This is an optimization exercise on Yosys and OpenROAD, whose aim is small area, a short achievable clock period and few clock cycles per item, not a production implementation. In this exercise RTL edits were held to simulation tests only and were not proved equivalent to the original. Power figures rest on the tool's default switching activity, not on a simulated workload.

==> 08-27: inputs <==
==> flow/design.v <==
package rbo_pkg;
    localparam int DEPTH          = 256;
    localparam int ADDR_BITS      = $clog2(DEPTH);
    localparam int DATA_BITS      = 16;
    localparam int CAP_BITS       = ADDR_BITS + 1;
    localparam int POS_BITS       = 8;
    localparam int CFG_INDEX_BITS = 2;
    localparam int CFG_DATA_BITS  = CAP_BITS;
    localparam int RES_BITS       = DATA_BITS + CAP_BITS + 2;
    localparam logic [CAP_BITS-1:0] CAP_MAX = CAP_BITS'(DEPTH);
    localparam logic [CAP_BITS-1:0] CAP_MIN = CAP_BITS'(1);
    localparam logic CMD_PUSH = 1'b0;
    localparam logic CMD_READ = 1'b1;
    localparam logic MODE_OVERWRITE = 1'b1;
    localparam logic [CFG_INDEX_BITS-1:0] CFG_CAPACITY = CFG_INDEX_BITS'(0);
    localparam logic [CFG_INDEX_BITS-1:0] CFG_MODE     = CFG_INDEX_BITS'(1);
endpackage
module rbo_ram #(
    parameter int WIDTH = 16,
    parameter int DEPTH = 256
) (
    input  logic                     clk,
    input  logic                     we,
    input  logic [$clog2(DEPTH)-1:0] waddr,
    input  logic [WIDTH-1:0]         wdata,
    input  logic [$clog2(DEPTH)-1:0] raddr,
    output logic [WIDTH-1:0]         rdata
);
    logic [WIDTH-1:0] mem [DEPTH];
    always_ff @(posedge clk)
    begin
        if (we)
        begin
            mem[waddr] <= wdata;
        end
    end
    assign rdata = mem[raddr];
endmodule
module rbo_ctrl #(
    parameter int W = 27
) (
    input  logic         clk,
    input  logic         rst_n,
    input  logic         in_valid,
    output logic         in_ready,
    input  logic         res_valid,
    input  logic [W-1:0] res_data,
    output logic         out_valid,
    input  logic         out_ready,
    output logic [W-1:0] out_data
);
    localparam int MAX_IN_FLIGHT = 4;
    localparam int QD = MAX_IN_FLIGHT - 1;
    logic [2:0]   inflight_reg;
    logic         in_ready_reg;
    logic         acc, take;
    logic         hv_reg;
    logic [W-1:0] h_reg;
    logic [W-1:0] q_mem [QD];
    logic [1:0]   q_wp, q_rp;
    logic [1:0]   q_cnt;
    logic         q_nonempty;
    logic         h_load;
    logic         h_from_res;
    logic [1:0]   q_wp_inc, q_rp_inc;
    assign acc  = in_valid && in_ready_reg;
    assign take = hv_reg && out_ready;
    always_ff @(posedge clk or negedge rst_n)
    begin
        if (!rst_n)
        begin
            inflight_reg <= '0;
            in_ready_reg <= 1'b1;
        end
        else
        begin
            inflight_reg <= inflight_reg + {2'b0, acc} - {2'b0, take};
            case ({acc, take})
                2'b10:   in_ready_reg <= (inflight_reg < 3'(MAX_IN_FLIGHT - 1));
                2'b01:   in_ready_reg <= (inflight_reg < 3'(MAX_IN_FLIGHT + 1));
                default: in_ready_reg <= (inflight_reg < 3'(MAX_IN_FLIGHT));
            endcase
        end
    end
    assign in_ready = in_ready_reg;
    assign q_nonempty = (q_cnt != 2'd0);
    assign h_load     = !hv_reg || out_ready;
    assign h_from_res = h_load && !q_nonempty && res_valid;
    assign q_wp_inc   = (q_wp == 2'(QD - 1)) ? 2'd0 : q_wp + 2'd1;
    assign q_rp_inc   = (q_rp == 2'(QD - 1)) ? 2'd0 : q_rp + 2'd1;
    always_ff @(posedge clk or negedge rst_n)
    begin
        if (!rst_n)
        begin
            hv_reg <= 1'b0;
            q_wp   <= '0;
            q_rp   <= '0;
            q_cnt  <= '0;
        end
        else
        begin
            if (h_load)
            begin
                hv_reg <= q_nonempty || res_valid;
            end
            if (res_valid && !h_from_res)
            begin
                q_wp <= q_wp_inc;
            end
            if (h_load && q_nonempty)
            begin
                q_rp <= q_rp_inc;
            end
            q_cnt <= q_cnt + {1'b0, res_valid && !h_from_res} - {1'b0, h_load && q_nonempty};
        end
    end
    always_ff @(posedge clk)
    begin
        if (h_load)
        begin
            h_reg <= q_nonempty ? q_mem[q_rp] : res_data;
        end
    end
    always_ff @(posedge clk)
    begin
        for (int i = 0; i < QD; i++)
        begin
            if (res_valid && (q_wp == 2'(i)))
            begin
                q_mem[i] <= res_data;
            end
        end
    end
    assign out_valid = hv_reg;
    assign out_data  = h_reg;
endmodule
module rbo_dp (
    input  logic                                 clk,
    input  logic                                 rst_n,
    input  logic                                 cfg_write_en,
    input  logic [rbo_pkg::CFG_INDEX_BITS-1:0]   cfg_index,
    input  logic [rbo_pkg::CFG_DATA_BITS-1:0]    cfg_data,
    input  logic                                 accept,
    input  logic                                 cmd_in,
    input  logic [rbo_pkg::DATA_BITS-1:0]        push_value,
    input  logic [rbo_pkg::POS_BITS-1:0]         position,
    output logic                                 res_valid,
    output logic [rbo_pkg::RES_BITS-1:0]         res_data
);
    localparam int AB = rbo_pkg::ADDR_BITS;
    localparam int CB = rbo_pkg::CAP_BITS;
    localparam int DB = rbo_pkg::DATA_BITS;
    logic          r_vld;
    logic          r_hit;
    logic [AB-1:0] r_slot;
    logic [CB-1:0] r_fill;
    logic          r_drop;
    logic          r_perr;
    logic [DB-1:0] ram_rdata;
    logic                   a_vld;
    logic                   a_cmd;
    logic [DB-1:0]          a_val;
    logic [AB-1:0]          a_pos;
    logic                   c_vld;
    logic                   c_idx0;
    logic [CB-1:0]          c_dat;
    always_ff @(posedge clk or negedge rst_n)
    begin
        if (!rst_n)
        begin
            a_vld <= 1'b0;
            c_vld <= 1'b0;
        end
        else
        begin
            a_vld <= accept;
            c_vld <= cfg_write_en && (cfg_index[1] == 1'b0);
        end
    end
    always_ff @(posedge clk)
    begin
        a_cmd  <= cmd_in;
        a_val  <= push_value;
        a_pos  <= position;
        c_idx0 <= (cfg_index[0] == 1'b0);
        c_dat  <= cfg_data;
    end
    logic [CB-1:0] cap_reg;       
    logic [CB-1:0] cap_m1_reg;    
    logic          mode_reg;      
    logic [AB-1:0] oldest_reg;
    logic [AB-1:0] tail_reg;      
    logic [CB-1:0] count_reg;
    logic          full_reg;      
    logic [CB-1:0] cap_clamped;
    logic          do_push, do_write, do_drop, do_read;
    logic          pos_err, hit;
    logic [CB-1:0] fill_after;
    always_comb
    begin
        if (c_dat == '0)
        begin
            cap_clamped = rbo_pkg::CAP_MIN;
        end
        else if (c_dat > rbo_pkg::CAP_MAX)
        begin
            cap_clamped = rbo_pkg::CAP_MAX;
        end
        else
        begin
            cap_clamped = c_dat;
        end
    end
    assign do_push  = a_vld && (a_cmd == rbo_pkg::CMD_PUSH);
    assign do_read  = a_vld && (a_cmd == rbo_pkg::CMD_READ);
    assign do_drop  = do_push && full_reg && (mode_reg != rbo_pkg::MODE_OVERWRITE);
    assign do_write = do_push && !do_drop;
    assign pos_err  = ({1'b0, a_pos} >= cap_reg);
    assign hit      = ({1'b0, a_pos} < count_reg);
    assign fill_after = (do_write && !full_reg) ? count_reg + CB'(1) : count_reg;
    always_ff @(posedge clk or negedge rst_n)
    begin
        if (!rst_n)
        begin
            cap_reg    <= rbo_pkg::CAP_MAX;
            cap_m1_reg <= rbo_pkg::CAP_MAX - CB'(1);
            mode_reg   <= rbo_pkg::MODE_OVERWRITE;
            oldest_reg <= '0;
            tail_reg   <= '0;
            count_reg  <= '0;
            full_reg   <= 1'b0;
        end
        else if (c_vld)
        begin
            if (c_idx0)
            begin
                cap_reg    <= cap_clamped;
                cap_m1_reg <= cap_clamped - CB'(1);
            end
            else
            begin
                mode_reg <= c_dat[0];
            end
            oldest_reg <= '0;
            tail_reg   <= '0;
            count_reg  <= '0;
            full_reg   <= 1'b0;
        end
        else if (do_write)
        begin
            tail_reg <= tail_reg + AB'(1);
            if (full_reg)
            begin
                oldest_reg <= oldest_reg + AB'(1);
            end
            else
            begin
                count_reg <= count_reg + CB'(1);
                full_reg  <= (count_reg == cap_m1_reg);
            end
        end
    end
    rbo_ram #(
        .WIDTH (DB),
        .DEPTH (rbo_pkg::DEPTH)
    ) u_ram (
        .clk   (clk),
        .we    (do_write),
        .waddr (tail_reg),
        .wdata (a_val),
        .raddr (r_slot),
        .rdata (ram_rdata)
    );
    always_ff @(posedge clk or negedge rst_n)
    begin
        if (!rst_n)
        begin
            r_vld <= 1'b0;
        end
        else
        begin
            r_vld <= a_vld;
        end
    end
    always_ff @(posedge clk)
    begin
        r_hit  <= do_read && hit;
        r_slot <= oldest_reg + a_pos;
        r_fill <= fill_after;
        r_drop <= do_drop;
        r_perr <= do_read && pos_err;
    end
    assign res_valid = r_vld;
    assign res_data  = {(r_hit ? ram_rdata : DB'(0)), r_fill, r_drop, r_perr};
endmodule
module ring_buffer_with_overwrite_mode_top (
    input  logic                               clk,
    input  logic                               rst_n,
    input  logic                               cfg_write_en,
    input  logic [rbo_pkg::CFG_INDEX_BITS-1:0] cfg_index,
    input  logic [rbo_pkg::CFG_DATA_BITS-1:0]  cfg_data,
    input  logic                               in_valid,
    output logic                               in_ready,
    input  logic                               cmd,
    input  logic [rbo_pkg::DATA_BITS-1:0]      push_value,
    input  logic [rbo_pkg::POS_BITS-1:0]       position,
    output logic                               out_valid,
    input  logic                               out_ready,
    output logic [rbo_pkg::DATA_BITS-1:0]      read_value,
    output logic [rbo_pkg::CAP_BITS-1:0]       fill_count,
    output logic                               dropped,
    output logic                               position_error
);
    logic                          res_valid;
    logic [rbo_pkg::RES_BITS-1:0]  res_data;
    logic [rbo_pkg::RES_BITS-1:0]  out_data;
    rbo_ctrl #(
        .W (rbo_pkg::RES_BITS)
    ) u_ctrl (
        .clk       (clk),
        .rst_n     (rst_n),
        .in_valid  (in_valid),
        .in_ready  (in_ready),
        .res_valid (res_valid),
        .res_data  (res_data),
        .out_valid (out_valid),
        .out_ready (out_ready),
        .out_data  (out_data)
    );
    rbo_dp u_dp (
        .clk          (clk),
        .rst_n        (rst_n),
        .cfg_write_en (cfg_write_en),
        .cfg_index    (cfg_index),
        .cfg_data     (cfg_data),
        .accept       (in_valid && in_ready),
        .cmd_in       (cmd),
        .push_value   (push_value),
        .position     (position),
        .res_valid    (res_valid),
        .res_data     (res_data)
    );
    assign {read_value, fill_count, dropped, position_error} = out_data;
endmodule
==> flow/run.sh <==
#!/bin/bash
# synth_recipe.tcl (not shown) runs the flow's synth.tcl, then flattens the netlist and writes it again
# the make line also repeats each setting of config.mk as NAME=value (left out here)
make -C /OpenROAD-flow-scripts/flow DESIGN_CONFIG=/design/flow/config.mk WORK_HOME=/design/flow/orfs CLKGATE_MAP_FILE= SYNTH_SCRIPT=/design/flow/synth_recipe.tcl finish
==> flow/config.mk <==
export PLATFORM = sky130hd
export DESIGN_NAME = ring_buffer_with_overwrite_mode_top
export DESIGN_NICKNAME = ring_buffer_with_overwrite_mode_top
export VERILOG_FILES = /design/flow/design.v
export SDC_FILE = /design/flow/constraint.sdc
export NUM_CORES = 4
export LEC_CHECK = 0
export CAP_MARGIN = 20
export CORE_MARGIN = 2
export CORE_UTILIZATION = 35
export PLACE_DENSITY = 0.45
export SLEW_MARGIN = 20
==> flow/constraint.sdc <==
create_clock -name core_clock -period 10.0 [get_ports {clk}]
set_input_delay 2.0000 -clock core_clock [delete_from_list [all_inputs] [get_ports {clk}]]
set_output_delay 2.0000 -clock core_clock [all_outputs]
set_load 0.01 [all_outputs]
==> 02-21: changes against 08-27 <==
--- a/flow/design.v
+++ b/flow/design.v
@@ -18,5 +18,6 @@
 module rbo_ram #(
     parameter int WIDTH = 16,
-    parameter int DEPTH = 256
+    parameter int DEPTH = 256,
+    parameter int NROW  = 64
 ) (
     input  logic                     clk,
@@ -24,8 +25,12 @@
     input  logic [$clog2(DEPTH)-1:0] waddr,
     input  logic [WIDTH-1:0]         wdata,
-    input  logic [$clog2(DEPTH)-1:0] raddr,
+    input  logic [NROW-1:0]          rsel_row,
+    input  logic [DEPTH/NROW-1:0]    rsel_grp,
     output logic [WIDTH-1:0]         rdata
 );
+    localparam int NGRP = DEPTH / NROW;
     logic [WIDTH-1:0] mem [DEPTH];
+    logic [WIDTH-1:0] grp_pick [NGRP];
+    logic [WIDTH-1:0] grp_reg  [NGRP];
     always_ff @(posedge clk)
     begin
@@ -35,5 +40,36 @@
         end
     end
-    assign rdata = mem[raddr];
+    always_comb
+    begin
+        for (int g = 0; g < NGRP; g++)
+        begin
+            grp_pick[g] = '0;
+            for (int r = 0; r < NROW; r++)
+            begin
+                if (rsel_row[r])
+                begin
+                    grp_pick[g] = grp_pick[g] | mem[g * NROW + r];
+                end
+            end
+        end
+    end
+    always_ff @(posedge clk)
+    begin
+        for (int g = 0; g < NGRP; g++)
+        begin
+            grp_reg[g] <= grp_pick[g];
+        end
+    end
+    always_comb
+    begin
+        rdata = '0;
+        for (int g = 0; g < NGRP; g++)
+        begin
+            if (rsel_grp[g])
+            begin
+                rdata = rdata | grp_reg[g];
+            end
+        end
+    end
 endmodule
 module rbo_ctrl #(
@@ -53,5 +89,5 @@
     localparam int QD = MAX_IN_FLIGHT - 1;
     logic [2:0]   inflight_reg;
-    logic         in_ready_reg;
+    logic         in_busy_reg;    
     logic         acc, take;
     logic         hv_reg;
@@ -64,5 +100,5 @@
     logic         h_from_res;
     logic [1:0]   q_wp_inc, q_rp_inc;
-    assign acc  = in_valid && in_ready_reg;
+    assign acc  = in_valid && !in_busy_reg;
     assign take = hv_reg && out_ready;
     always_ff @(posedge clk or negedge rst_n)
@@ -71,5 +107,5 @@
         begin
             inflight_reg <= '0;
-            in_ready_reg <= 1'b1;
+            in_busy_reg  <= 1'b0;
         end
         else
@@ -77,11 +113,11 @@
             inflight_reg <= inflight_reg + {2'b0, acc} - {2'b0, take};
             case ({acc, take})
-                2'b10:   in_ready_reg <= (inflight_reg < 3'(MAX_IN_FLIGHT - 1));
-                2'b01:   in_ready_reg <= (inflight_reg < 3'(MAX_IN_FLIGHT + 1));
-                default: in_ready_reg <= (inflight_reg < 3'(MAX_IN_FLIGHT));
+                2'b10:   in_busy_reg <= (inflight_reg >= 3'(MAX_IN_FLIGHT - 1));
+                2'b01:   in_busy_reg <= (inflight_reg >= 3'(MAX_IN_FLIGHT + 1));
+                default: in_busy_reg <= (inflight_reg >= 3'(MAX_IN_FLIGHT));
             endcase
         end
     end
-    assign in_ready = in_ready_reg;
+    assign in_ready = !in_busy_reg;
     assign q_nonempty = (q_cnt != 2'd0);
     assign h_load     = !hv_reg || out_ready;
@@ -152,10 +188,16 @@
     localparam int DB = rbo_pkg::DATA_BITS;
     logic          r_vld;
-    logic          r_hit;
-    logic [AB-1:0] r_slot;
+    logic [63:0]   r_row;
+    logic [3:0]    r_grp;
+    logic [AB-1:0] slot;
     logic [CB-1:0] r_fill;
     logic          r_drop;
     logic          r_perr;
     logic [DB-1:0] ram_rdata;
+    logic          s_vld;
+    logic [3:0]    s_grp;
+    logic [CB-1:0] s_fill;
+    logic          s_drop;
+    logic          s_perr;
     logic                   a_vld;
     logic                   a_cmd;
@@ -165,25 +207,11 @@
     logic                   c_idx0;
     logic [CB-1:0]          c_dat;
-    always_ff @(posedge clk or negedge rst_n)
-    begin
-        if (!rst_n)
-        begin
-            a_vld <= 1'b0;
-            c_vld <= 1'b0;
-        end
-        else
-        begin
-            a_vld <= accept;
-            c_vld <= cfg_write_en && (cfg_index[1] == 1'b0);
-        end
-    end
-    always_ff @(posedge clk)
-    begin
-        a_cmd  <= cmd_in;
-        a_val  <= push_value;
-        a_pos  <= position;
-        c_idx0 <= (cfg_index[0] == 1'b0);
-        c_dat  <= cfg_data;
-    end
+    assign a_vld  = accept;
+    assign a_cmd  = cmd_in;
+    assign a_val  = push_value;
+    assign a_pos  = position;
+    assign c_vld  = cfg_write_en && (cfg_index[1] == 1'b0);
+    assign c_idx0 = (cfg_index[0] == 1'b0);
+    assign c_dat  = cfg_data;
     logic [CB-1:0] cap_reg;       
     logic [CB-1:0] cap_m1_reg;    
@@ -218,4 +246,5 @@
     assign pos_err  = ({1'b0, a_pos} >= cap_reg);
     assign hit      = ({1'b0, a_pos} < count_reg);
+    assign slot     = oldest_reg + a_pos;
     assign fill_after = (do_write && !full_reg) ? count_reg + CB'(1) : count_reg;
     always_ff @(posedge clk or negedge rst_n)
@@ -261,14 +290,34 @@
         end
     end
+    logic          w_en;
+    logic [AB-1:0] w_addr;
+    logic [DB-1:0] w_data;
+    always_ff @(posedge clk or negedge rst_n)
+    begin
+        if (!rst_n)
+        begin
+            w_en <= 1'b0;
+        end
+        else
+        begin
+            w_en <= do_write && !c_vld;
+        end
+    end
+    always_ff @(posedge clk)
+    begin
+        w_addr <= tail_reg;
+        w_data <= a_val;
+    end
     rbo_ram #(
         .WIDTH (DB),
         .DEPTH (rbo_pkg::DEPTH)
     ) u_ram (
-        .clk   (clk),
-        .we    (do_write),
-        .waddr (tail_reg),
-        .wdata (a_val),
-        .raddr (r_slot),
-        .rdata (ram_rdata)
+        .clk     (clk),
+        .we      (w_en),
+        .waddr   (w_addr),
+        .wdata   (w_data),
+        .rsel_row (r_row),
+        .rsel_grp (s_grp),
+        .rdata   (ram_rdata)
     );
     always_ff @(posedge clk or negedge rst_n)
@@ -285,12 +334,30 @@
     always_ff @(posedge clk)
     begin
-        r_hit  <= do_read && hit;
-        r_slot <= oldest_reg + a_pos;
+        r_row  <= 64'(1) << slot[5:0];
+        r_grp  <= (do_read && hit) ? (4'(1) << slot[7:6]) : 4'(0);
         r_fill <= fill_after;
         r_drop <= do_drop;
         r_perr <= do_read && pos_err;
     end
-    assign res_valid = r_vld;
-    assign res_data  = {(r_hit ? ram_rdata : DB'(0)), r_fill, r_drop, r_perr};
+    always_ff @(posedge clk or negedge rst_n)
+    begin
+        if (!rst_n)
+        begin
+            s_vld <= 1'b0;
+        end
+        else
+        begin
+            s_vld <= r_vld;
+        end
+    end
+    always_ff @(posedge clk)
+    begin
+        s_grp  <= r_grp;
+        s_fill <= r_fill;
+        s_drop <= r_drop;
+        s_perr <= r_perr;
+    end
+    assign res_valid = s_vld;
+    assign res_data  = {ram_rdata, s_fill, s_drop, s_perr};
 endmodule
 module ring_buffer_with_overwrite_mode_top (
==> flow/flow/run.sh (new file) <==
#!/bin/bash
# Layout flow: the standard ORFS flow (standard.sh, unchanged synthesis),
# with three knobs changed:
#  - every input and output port is still buffered, but with a plain buffer
#    (buf_2) rather than the delay cell the resizer picks by default;
set -euo pipefail
bash standard.sh SETUP_SLACK_MARGIN=6.5 MATCH_CELL_FOOTPRINT=0 \
  "BUFFER_PORTS_ARGS=-buffer_cell sky130_fd_sc_hd__buf_2" finish > flow_make.log 2>&1
==> flow/standard.sh (new file) <==
#!/bin/bash
# synth_recipe.tcl (not shown) runs the flow's synth.tcl, then flattens the netlist and writes it again
# the make line also repeats each setting of config.mk as NAME=value (left out here)
make -C /OpenROAD-flow-scripts/flow DESIGN_CONFIG=/design/flow/config.mk WORK_HOME=/design/flow/orfs CLKGATE_MAP_FILE= SYNTH_SCRIPT=/design/flow/synth_recipe.tcl "${@:-finish}"
--- a/flow/config.mk
+++ b/flow/config.mk
@@ -8,5 +8,7 @@
 export CAP_MARGIN = 20
 export CORE_MARGIN = 2
-export CORE_UTILIZATION = 35
-export PLACE_DENSITY = 0.45
+export CORE_UTILIZATION = 45
+export CTS_CLUSTER_DIAMETER = 80
+export CTS_CLUSTER_SIZE = 20
+export PLACE_DENSITY = 0.55
 export SLEW_MARGIN = 20
removed: flow/run.sh
==> 08-12: changes against 08-27 <==
--- a/flow/design.v
+++ b/flow/design.v
@@ -18,5 +18,6 @@
 module rbo_ram #(
     parameter int WIDTH = 16,
-    parameter int DEPTH = 256
+    parameter int DEPTH = 256,
+    parameter int NROW  = 64
 ) (
     input  logic                     clk,
@@ -24,8 +25,12 @@
     input  logic [$clog2(DEPTH)-1:0] waddr,
     input  logic [WIDTH-1:0]         wdata,
-    input  logic [$clog2(DEPTH)-1:0] raddr,
+    input  logic [NROW-1:0]          rsel_row,
+    input  logic [DEPTH/NROW-1:0]    rsel_grp,
     output logic [WIDTH-1:0]         rdata
 );
+    localparam int NGRP = DEPTH / NROW;
     logic [WIDTH-1:0] mem [DEPTH];
+    logic [WIDTH-1:0] grp_pick [NGRP];
+    logic [WIDTH-1:0] grp_reg  [NGRP];
     always_ff @(posedge clk)
     begin
@@ -35,5 +40,36 @@
         end
     end
-    assign rdata = mem[raddr];
+    always_comb
+    begin
+        for (int g = 0; g < NGRP; g++)
+        begin
+            grp_pick[g] = '0;
+            for (int r = 0; r < NROW; r++)
+            begin
+                if (rsel_row[r])
+                begin
+                    grp_pick[g] = grp_pick[g] | mem[g * NROW + r];
+                end
+            end
+        end
+    end
+    always_ff @(posedge clk)
+    begin
+        for (int g = 0; g < NGRP; g++)
+        begin
+            grp_reg[g] <= grp_pick[g];
+        end
+    end
+    always_comb
+    begin
+        rdata = '0;
+        for (int g = 0; g < NGRP; g++)
+        begin
+            if (rsel_grp[g])
+            begin
+                rdata = rdata | grp_reg[g];
+            end
+        end
+    end
 endmodule
 module rbo_ctrl #(
@@ -53,5 +89,5 @@
     localparam int QD = MAX_IN_FLIGHT - 1;
     logic [2:0]   inflight_reg;
-    logic         in_ready_reg;
+    logic         in_busy_reg;    
     logic         acc, take;
     logic         hv_reg;
@@ -64,5 +100,5 @@
     logic         h_from_res;
     logic [1:0]   q_wp_inc, q_rp_inc;
-    assign acc  = in_valid && in_ready_reg;
+    assign acc  = in_valid && !in_busy_reg;
     assign take = hv_reg && out_ready;
     always_ff @(posedge clk or negedge rst_n)
@@ -71,5 +107,5 @@
         begin
             inflight_reg <= '0;
-            in_ready_reg <= 1'b1;
+            in_busy_reg  <= 1'b0;
         end
         else
@@ -77,11 +113,11 @@
             inflight_reg <= inflight_reg + {2'b0, acc} - {2'b0, take};
             case ({acc, take})
-                2'b10:   in_ready_reg <= (inflight_reg < 3'(MAX_IN_FLIGHT - 1));
-                2'b01:   in_ready_reg <= (inflight_reg < 3'(MAX_IN_FLIGHT + 1));
-                default: in_ready_reg <= (inflight_reg < 3'(MAX_IN_FLIGHT));
+                2'b10:   in_busy_reg <= (inflight_reg >= 3'(MAX_IN_FLIGHT - 1));
+                2'b01:   in_busy_reg <= (inflight_reg >= 3'(MAX_IN_FLIGHT + 1));
+                default: in_busy_reg <= (inflight_reg >= 3'(MAX_IN_FLIGHT));
             endcase
         end
     end
-    assign in_ready = in_ready_reg;
+    assign in_ready = !in_busy_reg;
     assign q_nonempty = (q_cnt != 2'd0);
     assign h_load     = !hv_reg || out_ready;
@@ -152,10 +188,16 @@
     localparam int DB = rbo_pkg::DATA_BITS;
     logic          r_vld;
-    logic          r_hit;
-    logic [AB-1:0] r_slot;
+    logic [63:0]   r_row;
+    logic [3:0]    r_grp;
+    logic [AB-1:0] slot;
     logic [CB-1:0] r_fill;
     logic          r_drop;
     logic          r_perr;
     logic [DB-1:0] ram_rdata;
+    logic          s_vld;
+    logic [3:0]    s_grp;
+    logic [CB-1:0] s_fill;
+    logic          s_drop;
+    logic          s_perr;
     logic                   a_vld;
     logic                   a_cmd;
@@ -165,25 +207,11 @@
     logic                   c_idx0;
     logic [CB-1:0]          c_dat;
-    always_ff @(posedge clk or negedge rst_n)
-    begin
-        if (!rst_n)
-        begin
-            a_vld <= 1'b0;
-            c_vld <= 1'b0;
-        end
-        else
-        begin
-            a_vld <= accept;
-            c_vld <= cfg_write_en && (cfg_index[1] == 1'b0);
-        end
-    end
-    always_ff @(posedge clk)
-    begin
-        a_cmd  <= cmd_in;
-        a_val  <= push_value;
-        a_pos  <= position;
-        c_idx0 <= (cfg_index[0] == 1'b0);
-        c_dat  <= cfg_data;
-    end
+    assign a_vld  = accept;
+    assign a_cmd  = cmd_in;
+    assign a_val  = push_value;
+    assign a_pos  = position;
+    assign c_vld  = cfg_write_en && (cfg_index[1] == 1'b0);
+    assign c_idx0 = (cfg_index[0] == 1'b0);
+    assign c_dat  = cfg_data;
     logic [CB-1:0] cap_reg;       
     logic [CB-1:0] cap_m1_reg;    
@@ -218,4 +246,5 @@
     assign pos_err  = ({1'b0, a_pos} >= cap_reg);
     assign hit      = ({1'b0, a_pos} < count_reg);
+    assign slot     = oldest_reg + a_pos;
     assign fill_after = (do_write && !full_reg) ? count_reg + CB'(1) : count_reg;
     always_ff @(posedge clk or negedge rst_n)
@@ -261,14 +290,34 @@
         end
     end
+    logic          w_en;
+    logic [AB-1:0] w_addr;
+    logic [DB-1:0] w_data;
+    always_ff @(posedge clk or negedge rst_n)
+    begin
+        if (!rst_n)
+        begin
+            w_en <= 1'b0;
+        end
+        else
+        begin
+            w_en <= do_write && !c_vld;
+        end
+    end
+    always_ff @(posedge clk)
+    begin
+        w_addr <= tail_reg;
+        w_data <= a_val;
+    end
     rbo_ram #(
         .WIDTH (DB),
         .DEPTH (rbo_pkg::DEPTH)
     ) u_ram (
-        .clk   (clk),
-        .we    (do_write),
-        .waddr (tail_reg),
-        .wdata (a_val),
-        .raddr (r_slot),
-        .rdata (ram_rdata)
+        .clk     (clk),
+        .we      (w_en),
+        .waddr   (w_addr),
+        .wdata   (w_data),
+        .rsel_row (r_row),
+        .rsel_grp (s_grp),
+        .rdata   (ram_rdata)
     );
     always_ff @(posedge clk or negedge rst_n)
@@ -285,12 +334,30 @@
     always_ff @(posedge clk)
     begin
-        r_hit  <= do_read && hit;
-        r_slot <= oldest_reg + a_pos;
+        r_row  <= 64'(1) << slot[5:0];
+        r_grp  <= (do_read && hit) ? (4'(1) << slot[7:6]) : 4'(0);
         r_fill <= fill_after;
         r_drop <= do_drop;
         r_perr <= do_read && pos_err;
     end
-    assign res_valid = r_vld;
-    assign res_data  = {(r_hit ? ram_rdata : DB'(0)), r_fill, r_drop, r_perr};
+    always_ff @(posedge clk or negedge rst_n)
+    begin
+        if (!rst_n)
+        begin
+            s_vld <= 1'b0;
+        end
+        else
+        begin
+            s_vld <= r_vld;
+        end
+    end
+    always_ff @(posedge clk)
+    begin
+        s_grp  <= r_grp;
+        s_fill <= r_fill;
+        s_drop <= r_drop;
+        s_perr <= r_perr;
+    end
+    assign res_valid = s_vld;
+    assign res_data  = {ram_rdata, s_fill, s_drop, s_perr};
 endmodule
 module ring_buffer_with_overwrite_mode_top (
==> flow/flow/run.sh (new file) <==
#!/bin/bash
set -euo pipefail
bash standard.sh SETUP_SLACK_MARGIN=6.3 finish > flow_make.log 2>&1
==> flow/standard.sh (new file) <==
#!/bin/bash
# synth_recipe.tcl (not shown) runs the flow's synth.tcl, then flattens the netlist and writes it again
# the make line also repeats each setting of config.mk as NAME=value (left out here)
make -C /OpenROAD-flow-scripts/flow DESIGN_CONFIG=/design/flow/config.mk WORK_HOME=/design/flow/orfs CLKGATE_MAP_FILE= SYNTH_SCRIPT=/design/flow/synth_recipe.tcl "${@:-finish}"
--- a/flow/config.mk
+++ b/flow/config.mk
@@ -8,5 +8,7 @@
 export CAP_MARGIN = 20
 export CORE_MARGIN = 2
-export CORE_UTILIZATION = 35
-export PLACE_DENSITY = 0.45
+export CORE_UTILIZATION = 45
+export CTS_CLUSTER_DIAMETER = 80
+export CTS_CLUSTER_SIZE = 20
+export PLACE_DENSITY = 0.55
 export SLEW_MARGIN = 20
removed: flow/run.sh
==> qor summary <==
	08-27	08-12	02-21
Gate count of the mapped netlist	8084	8265	8265
RSZ-0062 raised after global routing	false	true	true
Core Util, Final	40.56%	50.10%	50.03%
Outcome	complete, no violations	complete, no violations	complete, no violations
Fill cells	41980	28040	28160
Average wire per standard cell	37.10 µm	50.90 µm	51.09 µm
Share of synthesized cell area in and, or, nand and nor gates	2.626%	2.968%	2.968%
Initial antenna violation count	64	78	55
Total of plain and repair buffers excluding clock buffers	505	515	530
Well Taps	6247	4599	4599
Post-Synthesis Cell Area	166700 µm²	158600 µm²	158600 µm²
Area share of buffers outside the clock network	2.227%	2.404%	2.333%
Routed via count divided by cell count	5.671	7.529	7.544
Worst r2r dst	u_ctrl.h_reg[18]	u_dp.u_ram.mem[188][2]	u_dp.u_ram.mem[207][6]
Worst reg2reg setup slack	4.58 ns	6.25 ns	6.38 ns
Critical path data required time	10.81 ns	10.53 ns	10.60 ns
Post-CTS sizing	0	30	3
Cell variety after synth	79	57	57
Final Total Pwr	40.25 mW	33.86 mW	33.73 mW
Share of power burned in combinational logic	6.8%	4.5%	4.4%
Testbench counts of 08-27, summed over its fixed seeds: cycles 48,208, items 48,000.
Testbench counts of 02-21, summed over its fixed seeds: cycles 48,208, items 48,000.
Testbench counts of 08-12, summed over its fixed seeds: cycles 48,208, items 48,000.

static timing again, ports no longer ideal:
No port has a modelled driver above. Below, the same layouts with a new extraction and two added sets of constraints. Step 1 sets driving cells, clkbuf_16 on the clock port and buf_2 on the other inputs (assumed; they add their load-dependent delay and slew). Step 2, shift: input delay + t, output delay - t, t = (earliest + latest rising clock arrival at the registers) / 2. This alone moves slack from input paths to output paths. Slacks: ideal ports / drivers / drivers and shift; pairs: ideal ports / drivers.
run | t, ns | setup WS [ns] | worst slew at a driven data input, ns
08-27 | 1.129 | 4.585 / 4.585 / 4.585 | 0.12
02-21 | 1.040 | 6.383 / 6.383 / 5.855 | 0.10
08-12 | 1.050 | 6.253 / 6.253 / 5.391 | 0.05
After both steps setup and hold are still met in every run listed. The setup slack of 08-12, which loses most, moves by 0.000 ns with the drivers and by -0.862 ns with both steps.
